What follows belongs to an exercise in optimizing a design on an open flow for small area, a short achievable clock period and few clock cycles per item; a production flow would make more cautious choices. Only simulation tests tie the RTL to the original design; equivalence was not proved.

==> run Y: inputs <==
## interval_set_union_query_top
module interval_set_union_query_top (
  input  logic                    clk,
  input  logic                    rst_n,
  input  logic                    in_valid,
  output logic                    in_ready,
  input  logic [1:0]              in_operation,
  input  logic [19:0]             in_range_low,
  input  logic [19:0]             in_range_high,
  input  logic [19:0]             in_probe_key,
  input  logic [4:0]              in_entry_index,
  output logic                    out_valid,
  input  logic                    out_ready,
  output logic                    out_hit,
  output logic [19:0]             out_entry_low,
  output logic [19:0]             out_entry_high,
  output logic                    out_entry_valid,
  output logic [5:0]              out_interval_count,
  output logic [1:0]              out_status
);
  localparam int unsigned KW = KEY_WIDTH;
  localparam int unsigned N  = CAPACITY;
  localparam int unsigned CW = $clog2(CAPACITY + 1);
  logic          s_v;                  
  logic [1:0]    s_op;
  logic [KW-1:0] s_lo, s_hi, s_key;
  logic [4:0]    s_idx;
  logic          h_v;                  
  logic [1:0]    h_op;
  logic [KW-1:0] h_lo, h_hi, h_p, h_q;
  logic [4:0]    h_idx;
  logic          in_acc, h_take, b_take;
  logic          rdy_r;                 
  assign in_ready = rdy_r;
  assign in_acc   = in_valid && !s_v;
  assign h_take   = !h_v || b_take;
  logic [1:0]    e_op;
  logic [KW-1:0] e_lo, e_hi, e_key;
  logic [4:0]    e_idx;
  assign e_op  = s_v ? s_op  : in_operation;
  assign e_lo  = s_v ? s_lo  : in_range_low;
  ...
make LEC_CHECK=0 CAP_MARGIN=20 CELL_PAD_IN_SITES_DETAIL_PLACEMENT=1 CELL_PAD_IN_SITES_GLOBAL_PLACEMENT=1 CORE_MARGIN=2 CORE_UTILIZATION=25 GPL_ROUTABILITY_DRIVEN=1 GPL_TIMING_DRIVEN=1 PLACE_DENSITY=0.42 SETUP_SLACK_MARGIN=4 SLEW_MARGIN=20 TNS_END_PERCENT=5 finish   # period 8.0 ns
run.sh (not shown) runs the stock make flow with config.mk's settings and CLKGATE_MAP_FILE= SYNTH_SCRIPT=/design/flow/synth_recipe.tcl, a recipe that flattens the netlist after the stock synthesis.
==> run H: changes against run Y <==
--- a/flow/design.v
+++ b/flow/design.v
@@ -191,59 +191,57 @@
   logic          s_v;                  
   logic [1:0]    s_op;
   logic [KW-1:0] s_lo, s_hi, s_key;
   logic [4:0]    s_idx;
   logic          h_v;                  
   logic [1:0]    h_op;
+  logic          h_rev;
   logic [KW-1:0] h_lo, h_hi, h_p, h_q;
   logic [4:0]    h_idx;
   logic          in_acc, h_take, b_take;
-  logic          rdy_r;                 
-  assign in_ready = rdy_r;
+  assign in_ready = !s_v;
   assign in_acc   = in_valid && !s_v;
   assign h_take   = !h_v || b_take;
   logic [1:0]    e_op;
   logic [KW-1:0] e_lo, e_hi, e_key;
   logic [4:0]    e_idx;
   assign e_op  = s_v ? s_op  : in_operation;
   assign e_lo  = s_v ? s_lo  : in_range_low;
   assign e_hi  = s_v ? s_hi  : in_range_high;
   assign e_key = s_v ? s_key : in_probe_key;
   assign e_idx = s_v ? s_idx : in_entry_index;
-  logic [KW-1:0] e_p, e_q, i_p, i_q, k_p, k_q;
+  logic [KW-1:0] e_p, e_q;
+  logic          e_rev;
+  isuq_lt u_rev (.a(e_hi), .b(e_lo), .lt(e_rev));
   always_comb begin
-    i_p = (in_operation == OP_QUERY) ? in_probe_key :
-          (&in_range_high) ? in_range_high : in_range_high + 1'b1;
-    i_q = (in_operation == OP_QUERY) ? in_probe_key :
-          (in_range_low == '0) ? in_range_low : in_range_low - 1'b1;
-    k_p = (s_op == OP_QUERY) ? s_key : (&s_hi) ? s_hi : s_hi + 1'b1;
-    k_q = (s_op == OP_QUERY) ? s_key : (s_lo == '0) ? s_lo : s_lo - 1'b1;
+    if (e_op == OP_QUERY) begin
+      e_p = e_key;
+      e_q = e_key;
+    end else begin
+      e_p = (&e_hi) ? e_hi : e_hi + 1'b1;
+      e_q = (e_lo == '0) ? e_lo : e_lo - 1'b1;
+    end
   end
-  assign e_p = s_v ? k_p : i_p;
-  assign e_q = s_v ? k_q : i_q;
   always_ff @(posedge clk) begin
     if (!rst_n) begin
-      s_v   <= 1'b0;
-      rdy_r <= 1'b1;
-      h_v   <= 1'b0;
+      s_v <= 1'b0;
+      h_v <= 1'b0;
     end else begin
       if (h_take) begin
-        h_v   <= s_v || in_acc;
-        s_v   <= 1'b0;
-        rdy_r <= 1'b1;
+        h_v <= s_v || in_acc;
+        s_v <= 1'b0;
       end else if (in_acc) begin
-        s_v   <= 1'b1;
-        rdy_r <= 1'b0;
+        s_v <= 1'b1;
       end
     end
     if (!h_take && in_acc) begin
       s_op <= in_operation; s_lo <= in_range_low; s_hi <= in_range_high;
       s_key <= in_probe_key; s_idx <= in_entry_index;
     end
     if (h_take) begin
-      h_op <= e_op;
+      h_op <= e_op; h_rev <= e_rev;
       h_lo <= e_lo; h_hi <= e_hi; h_p <= e_p; h_q <= e_q; h_idx <= e_idx;
     end
   end
   logic [CW-1:0] count_r, count_nxt;
   logic [N-1:0]  used, c_bef, c_aft, c_lo, c_hi;
   logic [N-1:0]  lo_load, lo_left, lo_right, hi_load, hi_left, hi_right, sel_idx;
@@ -261,43 +259,26 @@
     .clk, .used, .probe_p(h_p), .probe_q(h_q), .probe_l(h_lo), .probe_h(h_hi),
     .wr_low(b_lo), .wr_high(b_hi),
     .bef(c_bef), .aft(c_aft), .lo_lt(c_lo), .hi_gt(c_hi),
     .lo_load, .lo_left, .lo_right, .hi_load, .hi_left, .hi_right,
     .sel(sel_idx), .rd_low, .rd_high
   );
-  logic n_bef, n_aft, n_lo, n_hi, n_rev;
-  isuq_lt u_rev   (.a(h_hi), .b(h_lo), .lt(n_rev));
+  logic n_bef, n_aft, n_lo, n_hi;
   isuq_lt u_p_bef (.a(b_hi), .b(h_q),  .lt(n_bef));
   isuq_lt u_p_aft (.a(h_p),  .b(b_lo), .lt(n_aft));
   isuq_lt u_p_lo  (.a(b_lo), .b(h_lo), .lt(n_lo));
   isuq_lt u_p_hi  (.a(h_hi), .b(b_hi), .lt(n_hi));
-  function automatic logic [5:1] run_of(input logic [N-1:0] vb, input logic [N-1:0] va);
-    logic [N-1:0] ab;
-    logic [5:1]   rr;
-    ab = ~vb & ~va;
-    rr = '0;
-    for (int i = 0; i < N; i++) begin
-      logic r;
-      r = 1'b1;
-      for (int j = 1; j <= 5; j++) begin
-        if (i + j - 1 < N) r = r && ab[(i + j - 1 < N) ? i + j - 1 : 0];
-        else r = 1'b0;
-        rr[j] = rr[j] || r;
-      end
-    end
-    run_of = rr;
-  endfunction
   logic          u_grow, u_one, u_shrink, u_part, u_clear;
-  logic [N-1:0]  u_fst, u_past;              
+  logic [N-1:0]  u_bef;
   logic [N-1:0]  bef, aft, lo_lt, hi_gt;
   always_comb begin
     for (int i = 0; i < N; i++) begin
       logic ufst, upast;
       logic [3:0] prv, cur, nxt;
-      ufst  = u_fst[i];
-      upast = u_past[i];
+      ufst  = !u_bef[i] && (i == 0 || u_bef[(i > 0) ? i - 1 : 0]);
+      upast = (i > 0) && !u_bef[(i > 0) ? i - 1 : 0];
       cur = {v_bef[i], v_aft[i], v_lo[i], v_hi[i]};
       prv = (i > 0) ? {v_bef[(i > 0) ? i - 1 : 0], v_aft[(i > 0) ? i - 1 : 0],
                        v_lo[(i > 0) ? i - 1 : 0], v_hi[(i > 0) ? i - 1 : 0]} : 4'b0100;
       nxt = (i < N - 1) ? {v_bef[(i < N - 1) ? i + 1 : i], v_aft[(i < N - 1) ? i + 1 : i],
                            v_lo[(i < N - 1) ? i + 1 : i], v_hi[(i < N - 1) ? i + 1 : i]}
                         : 4'b0100;
@@ -316,45 +297,65 @@
       else if (upast && (u_shrink || u_part))
         {bef[i], aft[i], lo_lt[i], hi_gt[i]} = nxt;
       else
         {bef[i], aft[i], lo_lt[i], hi_gt[i]} = cur;
     end
   end
-  logic          ov_r, o_v_r;            
-  logic [CW-1:0] o_cnt_r;                
+  logic          ov_r;
   logic          o_hit_r, o_ev_r;
   logic [KW-1:0] o_lo_r, o_hi_r;
   logic [1:0]    o_st_r;
   logic [N-1:0]  fst, past;
   logic          any, two, three, full, is_ins, ins_ok, exec, consume, ev;
   logic          grow, one, shrink, part;
   assign fst  = ~bef & {bef[N-2:0], 1'b1};    
   assign past = ~{bef[N-2:0], 1'b1};           
+  logic [N-1:0]  v_abs, u_fst;
   logic [5:1]    run;                           
   logic          vb_f, va_f, vb_f1, va_f1, ab_f, ab_f1, bef_m, aft_m, m_abs;
-  logic          gone_f, gone_f1;
+  logic [1:0]    gone;
+  assign v_abs = ~v_bef & ~v_aft;
+  always_comb begin
+    run = '0;
+    for (int i = 0; i < N; i++) begin
+      logic r;
+      r = 1'b1;
+      for (int j = 1; j <= 5; j++) begin
+        if (i + j - 1 < N) r = r && v_abs[(i + j - 1 < N) ? i + j - 1 : 0];
+        else r = 1'b0;
+        run[j] = run[j] || r;
+      end
+    end
+  end
+  assign u_fst = ~u_bef & {u_bef[N-2:0], 1'b1};
   assign vb_f  = |(u_fst & v_bef);
   assign va_f  = |(u_fst & v_aft);
   assign vb_f1 = |(u_fst & (v_bef >> 1));
   assign va_f1 = |(u_fst & ({1'b1, v_aft[N-1:1]}));
   assign ab_f  = !vb_f && !va_f;
   assign ab_f1 = !vb_f1 && !va_f1;
   assign bef_m = p_bef && (u_grow || (u_one && vb_f) || (u_shrink && vb_f1));
   assign aft_m = p_aft && (u_grow || va_f);
   assign m_abs = (u_grow || u_one || u_shrink) && !bef_m && !aft_m;
-  assign gone_f  = (u_one || u_shrink) && ab_f;      
-  assign gone_f1 = (u_shrink || u_part) && ab_f1;
+  assign gone  = 2'((u_one || u_shrink) && ab_f) + 2'((u_shrink || u_part) && ab_f1);
   always_comb begin
-    logic up, same, dn1, dn2;
-    up   = m_abs && !gone_f && !gone_f1;
-    same = (m_abs && (gone_f ^ gone_f1)) || (!m_abs && !gone_f && !gone_f1);
-    dn1  = (m_abs && gone_f && gone_f1) || (!m_abs && (gone_f ^ gone_f1));
-    dn2  = !m_abs && gone_f && gone_f1;
-    any   = !u_clear && (up || (same && run[1]) || (dn1 && run[2]) || (dn2 && run[3]));
-    two   = !u_clear && ((up && run[1]) || (same && run[2]) || (dn1 && run[3]) || (dn2 && run[4]));
-    three = !u_clear && ((up && run[2]) || (same && run[3]) || (dn1 && run[4]) || (dn2 && run[5]));
+    if (u_clear) begin
+      any = 1'b0; two = 1'b0; three = 1'b0;
+    end else if (m_abs) begin
+      unique case (gone)
+        2'd0:    begin any = 1'b1;   two = run[1]; three = run[2]; end
+        2'd1:    begin any = run[1]; two = run[2]; three = run[3]; end
+        default: begin any = run[2]; two = run[3]; three = run[4]; end
+      endcase
+    end else begin
+      unique case (gone)
+        2'd0:    begin any = run[1]; two = run[2]; three = run[3]; end
+        2'd1:    begin any = run[2]; two = run[3]; three = run[4]; end
+        default: begin any = run[3]; two = run[4]; three = run[5]; end
+      endcase
+    end
   end
   always_comb
     for (int i = 0; i < N; i++) sel_idx[i] = (b_idx == 5'(i));
   assign is_ins  = (b_op == OP_INSERT) && !b_rev;
   assign full    = !any && count_r == CW'(N);
   assign ins_ok  = is_ins && !full;
@@ -389,48 +390,40 @@
   assign ev = (b_op == OP_READ) && used[b_idx];
   always_ff @(posedge clk) begin
     if (!rst_n) begin
       b_v     <= 1'b0;
       count_r <= '0;
       ov_r    <= 1'b0;
-      o_v_r   <= 1'b0;
       u_grow <= 1'b0; u_one <= 1'b0; u_shrink <= 1'b0; u_part <= 1'b0; u_clear <= 1'b0;
     end else begin
       if (b_take) b_v <= h_v;
       count_r <= count_nxt;
-      if (consume) begin
-        ov_r <= 1'b1; o_v_r <= 1'b1;
-      end else if (out_ready) begin
-        ov_r <= 1'b0; o_v_r <= 1'b0;
-      end
+      if (consume) ov_r <= 1'b1;
+      else if (out_ready) ov_r <= 1'b0;
       u_grow <= grow; u_one <= one; u_shrink <= shrink; u_part <= part;
       u_clear <= exec && (b_op == OP_CLEAR);
     end
-    u_fst  <= fst;
-    u_past <= past;
+    u_bef <= bef;
     if (b_take) begin
-      b_op <= h_op; b_rev <= n_rev; b_lo <= h_lo; b_hi <= h_hi; b_idx <= h_idx;
+      b_op <= h_op; b_rev <= h_rev; b_lo <= h_lo; b_hi <= h_hi; b_idx <= h_idx;
       v_bef <= c_bef; v_aft <= c_aft; v_lo <= c_lo; v_hi <= c_hi;
-      run   <= run_of(c_bef, c_aft);
       p_bef <= n_bef; p_aft <= n_aft; p_lo <= n_lo; p_hi <= n_hi;
     end else begin
       v_bef <= bef; v_aft <= aft; v_lo <= lo_lt; v_hi <= hi_gt;
-      run   <= run_of(bef, aft);
     end
     if (consume) begin
-      o_cnt_r <= count_nxt;
       o_hit_r <= (b_op == OP_QUERY) && any;
       o_ev_r  <= ev;
       o_lo_r  <= ev ? rd_low  : '0;
       o_hi_r  <= ev ? rd_high : '0;
       o_st_r  <= (b_op == OP_INSERT && b_rev) ? ST_REVERSED :
                  (is_ins && full) ? ST_FULL : ST_OK;
     end
   end
-  assign out_valid          = o_v_r;
+  assign out_valid          = ov_r;
   assign out_hit            = o_hit_r;
   assign out_entry_low      = o_lo_r;
   assign out_entry_high     = o_hi_r;
   assign out_entry_valid    = o_ev_r;
-  assign out_interval_count = 6'(o_cnt_r);
+  assign out_interval_count = 6'(count_r);
   assign out_status         = o_st_r;
 endmodule
- SETUP_SLACK_MARGIN: 4 -> not set
- TNS_END_PERCENT: 5 -> not set
==> run K: changes against run Y <==
--- a/flow/design.v
+++ b/flow/design.v
@@ -191,59 +191,57 @@
   logic          s_v;                  
   logic [1:0]    s_op;
   logic [KW-1:0] s_lo, s_hi, s_key;
   logic [4:0]    s_idx;
   logic          h_v;                  
   logic [1:0]    h_op;
+  logic          h_rev;
   logic [KW-1:0] h_lo, h_hi, h_p, h_q;
   logic [4:0]    h_idx;
   logic          in_acc, h_take, b_take;
-  logic          rdy_r;                 
-  assign in_ready = rdy_r;
+  assign in_ready = !s_v;
   assign in_acc   = in_valid && !s_v;
   assign h_take   = !h_v || b_take;
   logic [1:0]    e_op;
   logic [KW-1:0] e_lo, e_hi, e_key;
   logic [4:0]    e_idx;
   assign e_op  = s_v ? s_op  : in_operation;
   assign e_lo  = s_v ? s_lo  : in_range_low;
   assign e_hi  = s_v ? s_hi  : in_range_high;
   assign e_key = s_v ? s_key : in_probe_key;
   assign e_idx = s_v ? s_idx : in_entry_index;
-  logic [KW-1:0] e_p, e_q, i_p, i_q, k_p, k_q;
+  logic [KW-1:0] e_p, e_q;
+  logic          e_rev;
+  isuq_lt u_rev (.a(e_hi), .b(e_lo), .lt(e_rev));
   always_comb begin
-    i_p = (in_operation == OP_QUERY) ? in_probe_key :
-          (&in_range_high) ? in_range_high : in_range_high + 1'b1;
-    i_q = (in_operation == OP_QUERY) ? in_probe_key :
-          (in_range_low == '0) ? in_range_low : in_range_low - 1'b1;
-    k_p = (s_op == OP_QUERY) ? s_key : (&s_hi) ? s_hi : s_hi + 1'b1;
-    k_q = (s_op == OP_QUERY) ? s_key : (s_lo == '0) ? s_lo : s_lo - 1'b1;
+    if (e_op == OP_QUERY) begin
+      e_p = e_key;
+      e_q = e_key;
+    end else begin
+      e_p = (&e_hi) ? e_hi : e_hi + 1'b1;
+      e_q = (e_lo == '0) ? e_lo : e_lo - 1'b1;
+    end
   end
-  assign e_p = s_v ? k_p : i_p;
-  assign e_q = s_v ? k_q : i_q;
   always_ff @(posedge clk) begin
     if (!rst_n) begin
-      s_v   <= 1'b0;
-      rdy_r <= 1'b1;
-      h_v   <= 1'b0;
+      s_v <= 1'b0;
+      h_v <= 1'b0;
     end else begin
       if (h_take) begin
-        h_v   <= s_v || in_acc;
-        s_v   <= 1'b0;
-        rdy_r <= 1'b1;
+        h_v <= s_v || in_acc;
+        s_v <= 1'b0;
       end else if (in_acc) begin
-        s_v   <= 1'b1;
-        rdy_r <= 1'b0;
+        s_v <= 1'b1;
       end
     end
     if (!h_take && in_acc) begin
       s_op <= in_operation; s_lo <= in_range_low; s_hi <= in_range_high;
       s_key <= in_probe_key; s_idx <= in_entry_index;
     end
     if (h_take) begin
-      h_op <= e_op;
+      h_op <= e_op; h_rev <= e_rev;
       h_lo <= e_lo; h_hi <= e_hi; h_p <= e_p; h_q <= e_q; h_idx <= e_idx;
     end
   end
   logic [CW-1:0] count_r, count_nxt;
   logic [N-1:0]  used, c_bef, c_aft, c_lo, c_hi;
   logic [N-1:0]  lo_load, lo_left, lo_right, hi_load, hi_left, hi_right, sel_idx;
@@ -261,34 +259,17 @@
     .clk, .used, .probe_p(h_p), .probe_q(h_q), .probe_l(h_lo), .probe_h(h_hi),
     .wr_low(b_lo), .wr_high(b_hi),
     .bef(c_bef), .aft(c_aft), .lo_lt(c_lo), .hi_gt(c_hi),
     .lo_load, .lo_left, .lo_right, .hi_load, .hi_left, .hi_right,
     .sel(sel_idx), .rd_low, .rd_high
   );
-  logic n_bef, n_aft, n_lo, n_hi, n_rev;
-  isuq_lt u_rev   (.a(h_hi), .b(h_lo), .lt(n_rev));
+  logic n_bef, n_aft, n_lo, n_hi;
   isuq_lt u_p_bef (.a(b_hi), .b(h_q),  .lt(n_bef));
   isuq_lt u_p_aft (.a(h_p),  .b(b_lo), .lt(n_aft));
   isuq_lt u_p_lo  (.a(b_lo), .b(h_lo), .lt(n_lo));
   isuq_lt u_p_hi  (.a(h_hi), .b(b_hi), .lt(n_hi));
-  function automatic logic [5:1] run_of(input logic [N-1:0] vb, input logic [N-1:0] va);
-    logic [N-1:0] ab;
-    logic [5:1]   rr;
-    ab = ~vb & ~va;
-    rr = '0;
-    for (int i = 0; i < N; i++) begin
-      logic r;
-      r = 1'b1;
-      for (int j = 1; j <= 5; j++) begin
-        if (i + j - 1 < N) r = r && ab[(i + j - 1 < N) ? i + j - 1 : 0];
-        else r = 1'b0;
-        rr[j] = rr[j] || r;
-      end
-    end
-    run_of = rr;
-  endfunction
   logic          u_grow, u_one, u_shrink, u_part, u_clear;
   logic [N-1:0]  u_fst, u_past;              
   logic [N-1:0]  bef, aft, lo_lt, hi_gt;
   always_comb begin
     for (int i = 0; i < N; i++) begin
       logic ufst, upast;
@@ -316,25 +297,38 @@
       else if (upast && (u_shrink || u_part))
         {bef[i], aft[i], lo_lt[i], hi_gt[i]} = nxt;
       else
         {bef[i], aft[i], lo_lt[i], hi_gt[i]} = cur;
     end
   end
-  logic          ov_r, o_v_r;            
-  logic [CW-1:0] o_cnt_r;                
+  logic          ov_r;
   logic          o_hit_r, o_ev_r;
   logic [KW-1:0] o_lo_r, o_hi_r;
   logic [1:0]    o_st_r;
   logic [N-1:0]  fst, past;
   logic          any, two, three, full, is_ins, ins_ok, exec, consume, ev;
   logic          grow, one, shrink, part;
   assign fst  = ~bef & {bef[N-2:0], 1'b1};    
   assign past = ~{bef[N-2:0], 1'b1};           
+  logic [N-1:0]  v_abs;
   logic [5:1]    run;                           
   logic          vb_f, va_f, vb_f1, va_f1, ab_f, ab_f1, bef_m, aft_m, m_abs;
   logic          gone_f, gone_f1;
+  assign v_abs = ~v_bef & ~v_aft;
+  always_comb begin
+    run = '0;
+    for (int i = 0; i < N; i++) begin
+      logic r;
+      r = 1'b1;
+      for (int j = 1; j <= 5; j++) begin
+        if (i + j - 1 < N) r = r && v_abs[(i + j - 1 < N) ? i + j - 1 : 0];
+        else r = 1'b0;
+        run[j] = run[j] || r;
+      end
+    end
+  end
   assign vb_f  = |(u_fst & v_bef);
   assign va_f  = |(u_fst & v_aft);
   assign vb_f1 = |(u_fst & (v_bef >> 1));
   assign va_f1 = |(u_fst & ({1'b1, v_aft[N-1:1]}));
   assign ab_f  = !vb_f && !va_f;
   assign ab_f1 = !vb_f1 && !va_f1;
@@ -389,48 +383,41 @@
   assign ev = (b_op == OP_READ) && used[b_idx];
   always_ff @(posedge clk) begin
     if (!rst_n) begin
       b_v     <= 1'b0;
       count_r <= '0;
       ov_r    <= 1'b0;
-      o_v_r   <= 1'b0;
       u_grow <= 1'b0; u_one <= 1'b0; u_shrink <= 1'b0; u_part <= 1'b0; u_clear <= 1'b0;
     end else begin
       if (b_take) b_v <= h_v;
       count_r <= count_nxt;
-      if (consume) begin
-        ov_r <= 1'b1; o_v_r <= 1'b1;
-      end else if (out_ready) begin
-        ov_r <= 1'b0; o_v_r <= 1'b0;
-      end
+      if (consume) ov_r <= 1'b1;
+      else if (out_ready) ov_r <= 1'b0;
       u_grow <= grow; u_one <= one; u_shrink <= shrink; u_part <= part;
       u_clear <= exec && (b_op == OP_CLEAR);
     end
     u_fst  <= fst;
     u_past <= past;
     if (b_take) begin
-      b_op <= h_op; b_rev <= n_rev; b_lo <= h_lo; b_hi <= h_hi; b_idx <= h_idx;
+      b_op <= h_op; b_rev <= h_rev; b_lo <= h_lo; b_hi <= h_hi; b_idx <= h_idx;
       v_bef <= c_bef; v_aft <= c_aft; v_lo <= c_lo; v_hi <= c_hi;
-      run   <= run_of(c_bef, c_aft);
       p_bef <= n_bef; p_aft <= n_aft; p_lo <= n_lo; p_hi <= n_hi;
     end else begin
       v_bef <= bef; v_aft <= aft; v_lo <= lo_lt; v_hi <= hi_gt;
-      run   <= run_of(bef, aft);
     end
     if (consume) begin
-      o_cnt_r <= count_nxt;
       o_hit_r <= (b_op == OP_QUERY) && any;
       o_ev_r  <= ev;
       o_lo_r  <= ev ? rd_low  : '0;
       o_hi_r  <= ev ? rd_high : '0;
       o_st_r  <= (b_op == OP_INSERT && b_rev) ? ST_REVERSED :
                  (is_ins && full) ? ST_FULL : ST_OK;
     end
   end
-  assign out_valid          = o_v_r;
+  assign out_valid          = ov_r;
   assign out_hit            = o_hit_r;
   assign out_entry_low      = o_lo_r;
   assign out_entry_high     = o_hi_r;
   assign out_entry_valid    = o_ev_r;
-  assign out_interval_count = 6'(o_cnt_r);
+  assign out_interval_count = 6'(count_r);
   assign out_status         = o_st_r;
 endmodule
- CORE_UTILIZATION: 25 -> 20
- PLACE_DENSITY: 0.42 -> 0.35
- SETUP_SLACK_MARGIN: 4 -> 3
==> run P: changes against run Y <==
--- a/flow/design.v
+++ b/flow/design.v
@@ -267,28 +267,12 @@
   logic n_bef, n_aft, n_lo, n_hi, n_rev;
   isuq_lt u_rev   (.a(h_hi), .b(h_lo), .lt(n_rev));
   isuq_lt u_p_bef (.a(b_hi), .b(h_q),  .lt(n_bef));
   isuq_lt u_p_aft (.a(h_p),  .b(b_lo), .lt(n_aft));
   isuq_lt u_p_lo  (.a(b_lo), .b(h_lo), .lt(n_lo));
   isuq_lt u_p_hi  (.a(h_hi), .b(b_hi), .lt(n_hi));
-  function automatic logic [5:1] run_of(input logic [N-1:0] vb, input logic [N-1:0] va);
-    logic [N-1:0] ab;
-    logic [5:1]   rr;
-    ab = ~vb & ~va;
-    rr = '0;
-    for (int i = 0; i < N; i++) begin
-      logic r;
-      r = 1'b1;
-      for (int j = 1; j <= 5; j++) begin
-        if (i + j - 1 < N) r = r && ab[(i + j - 1 < N) ? i + j - 1 : 0];
-        else r = 1'b0;
-        rr[j] = rr[j] || r;
-      end
-    end
-    run_of = rr;
-  endfunction
   logic          u_grow, u_one, u_shrink, u_part, u_clear;
   logic [N-1:0]  u_fst, u_past;              
   logic [N-1:0]  bef, aft, lo_lt, hi_gt;
   always_comb begin
     for (int i = 0; i < N; i++) begin
       logic ufst, upast;
@@ -329,12 +313,26 @@
   logic          grow, one, shrink, part;
   assign fst  = ~bef & {bef[N-2:0], 1'b1};    
   assign past = ~{bef[N-2:0], 1'b1};           
   logic [5:1]    run;                           
   logic          vb_f, va_f, vb_f1, va_f1, ab_f, ab_f1, bef_m, aft_m, m_abs;
   logic          gone_f, gone_f1;
+  logic [N-1:0]  v_abs;
+  assign v_abs = ~v_bef & ~v_aft;
+  always_comb begin
+    run = '0;
+    for (int i = 0; i < N; i++) begin
+      logic r;
+      r = 1'b1;
+      for (int j = 1; j <= 5; j++) begin
+        if (i + j - 1 < N) r = r && v_abs[(i + j - 1 < N) ? i + j - 1 : 0];
+        else r = 1'b0;
+        run[j] = run[j] || r;
+      end
+    end
+  end
   assign vb_f  = |(u_fst & v_bef);
   assign va_f  = |(u_fst & v_aft);
   assign vb_f1 = |(u_fst & (v_bef >> 1));
   assign va_f1 = |(u_fst & ({1'b1, v_aft[N-1:1]}));
   assign ab_f  = !vb_f && !va_f;
   assign ab_f1 = !vb_f1 && !va_f1;
@@ -407,17 +405,15 @@
     end
     u_fst  <= fst;
     u_past <= past;
     if (b_take) begin
       b_op <= h_op; b_rev <= n_rev; b_lo <= h_lo; b_hi <= h_hi; b_idx <= h_idx;
       v_bef <= c_bef; v_aft <= c_aft; v_lo <= c_lo; v_hi <= c_hi;
-      run   <= run_of(c_bef, c_aft);
       p_bef <= n_bef; p_aft <= n_aft; p_lo <= n_lo; p_hi <= n_hi;
     end else begin
       v_bef <= bef; v_aft <= aft; v_lo <= lo_lt; v_hi <= hi_gt;
-      run   <= run_of(bef, aft);
     end
     if (consume) begin
       o_cnt_r <= count_nxt;
       o_hit_r <= (b_op == OP_QUERY) && any;
       o_ev_r  <= ev;
       o_lo_r  <= ev ? rd_low  : '0;
==> comparison table <==
|  | run Y | run P | run H | run K |
|---|---|---|---|---|
| Fraction of the core area covered by cells at the end of the flow | 31.3% | 31.1% | 28.9% | 24.2% |
| Result of the run | timing/DRC/antenna clean | timing/DRC/antenna clean | timing/DRC/antenna clean | timing/DRC/antenna clean |
| Number of vias in the routed layout | 174000 | 158000 | 148000 | 154000 |
| Resized cells post-CTS | 442 | 732 | 0 | 223 |
| Worst reg2reg path endpoint | o_hi_r[18]$_SDFFCE_PN0P_ | v_bef[16]$_DFF_P_ | v_bef[13]$_DFF_P_ | v_lo[4]$_DFF_P_ |
| Fin Clk Skew | 0.0816 ns | 0.127 ns | 0.0696 ns | 0.0609 ns |
| Smallest hold slack | 0.430 ns | 0.413 ns | 0.426 ns | 0.416 ns |
| X dimension of the die | 743 um | 722 um | 716 um | 817 um |
| Post-synthesis instance area | 0.137 mm2 | 0.129 mm2 | 0.127 mm2 | 0.132 mm2 |
| Antenna cell count | 71 | 40 | 33 | 43 |
| Number of rows created at floorplan | 271 | 263 | 261 | 298 |
| Achievable clock frequency | 201 MHz | 199 MHz | 135 MHz | 186 MHz |
| Final critical-path required period | 4.97 ns | 5.03 ns | 7.43 ns | 5.38 ns |
| Register-to-register setup slack | 3.03 ns | 2.97 ns | 0.57 ns | 2.62 ns |
| Slowest stage cell, crit path | sky130_fd_sc_hd__a2111oi_1 | sky130_fd_sc_hd__edfxtp_1 | sky130_fd_sc_hd__a2111oi_0 | sky130_fd_sc_hd__a221oi_1 |
| Min-Delay Startpoint | h_op[1]$_DFFE_PP_ | h_idx[2]$_DFFE_PN_ | h_op[0]$_DFFE_PN_ | h_idx[0]$_DFFE_PN_ |
| Worst-skew pair later-pin latency | 1.04 ns | 1.05 ns | 1.02 ns | 1.03 ns |
| Finished layout cell area | 0.170 mm2 | 0.160 mm2 | 0.146 mm2 | 0.159 mm2 |
| Area of the multi-input gates | 0.0815 mm2 | 0.0734 mm2 | 0.0691 mm2 | 0.0756 mm2 |
| Die height | 743 um | 722 um | 716 um | 817 um |
| Met2 usage in global routing | 60.0% | 60.7% | 55.2% | 48.0% |
| Total number of multi-input combinational cells | 12000 | 10500 | 10400 | 11200 |
| GR Util All Layers | 43.8% | 42.3% | 39.0% | 33.6% |
| Count of non-filler cells in the finished layout | 23900 | 21600 | 20900 | 24000 |
| Met1 routing resource usage after global routing | 57.0% | 54.4% | 53.5% | 47.4% |
| Number of antenna violations at the first check in global routing | 146 | 72 | 58 | 88 |
| Measured slew at the worst slew-check pin | 1.43 ns | 1.33 ns | 1.37 ns | 1.39 ns |
Testbench counts of run Y, summed over its fixed seeds: cycles 12,495, items 12,000.
Testbench counts of run H, summed over its fixed seeds: cycles 12,495, items 12,000.
Testbench counts of run K, summed over its fixed seeds: cycles 12,495, items 12,000.
Testbench counts of run P, summed over its fixed seeds: cycles 12,495, items 12,000.

==> what the ideal ports hide <==
Ports are ideal in the flow. The routed layouts listed here were re-timed in OpenROAD.
Step 1, drivers: a clkbuf_16 drives clk and a buf_2 each remaining input, both assumed.
Step 2 adds t to the input delays and takes it off the output delays; t is the mean of the earliest and latest rising clock arrival at the registers after step 1. Input paths then give back, and output paths get back, about the clock's delay inside the block.
Slacks: no drivers / after step 1 / after step 2; pairs: no drivers / after step 1.
run | t (ns) | setup slack, ns | latest minus earliest clock arrival (ns) | cell pins on the clock port's net
run Y | 1.138 | 3.026 / 3.026 / 2.388 | 0.082 / 0.083 | 1
run H | 1.104 | 0.567 / 0.567 / 0.567 | 0.071 / 0.070 | 1
run K | 1.145 | 2.623 / 2.623 / 1.907 | 0.061 / 0.060 | 1
run P | 1.130 | 2.967 / 2.967 / 2.116 | 0.127 / 0.126 | 1
After both steps setup and hold are still met in every run listed. The setup slack of run P, which loses most, moves by 0.000 ns with the drivers and by -0.851 ns with both steps.
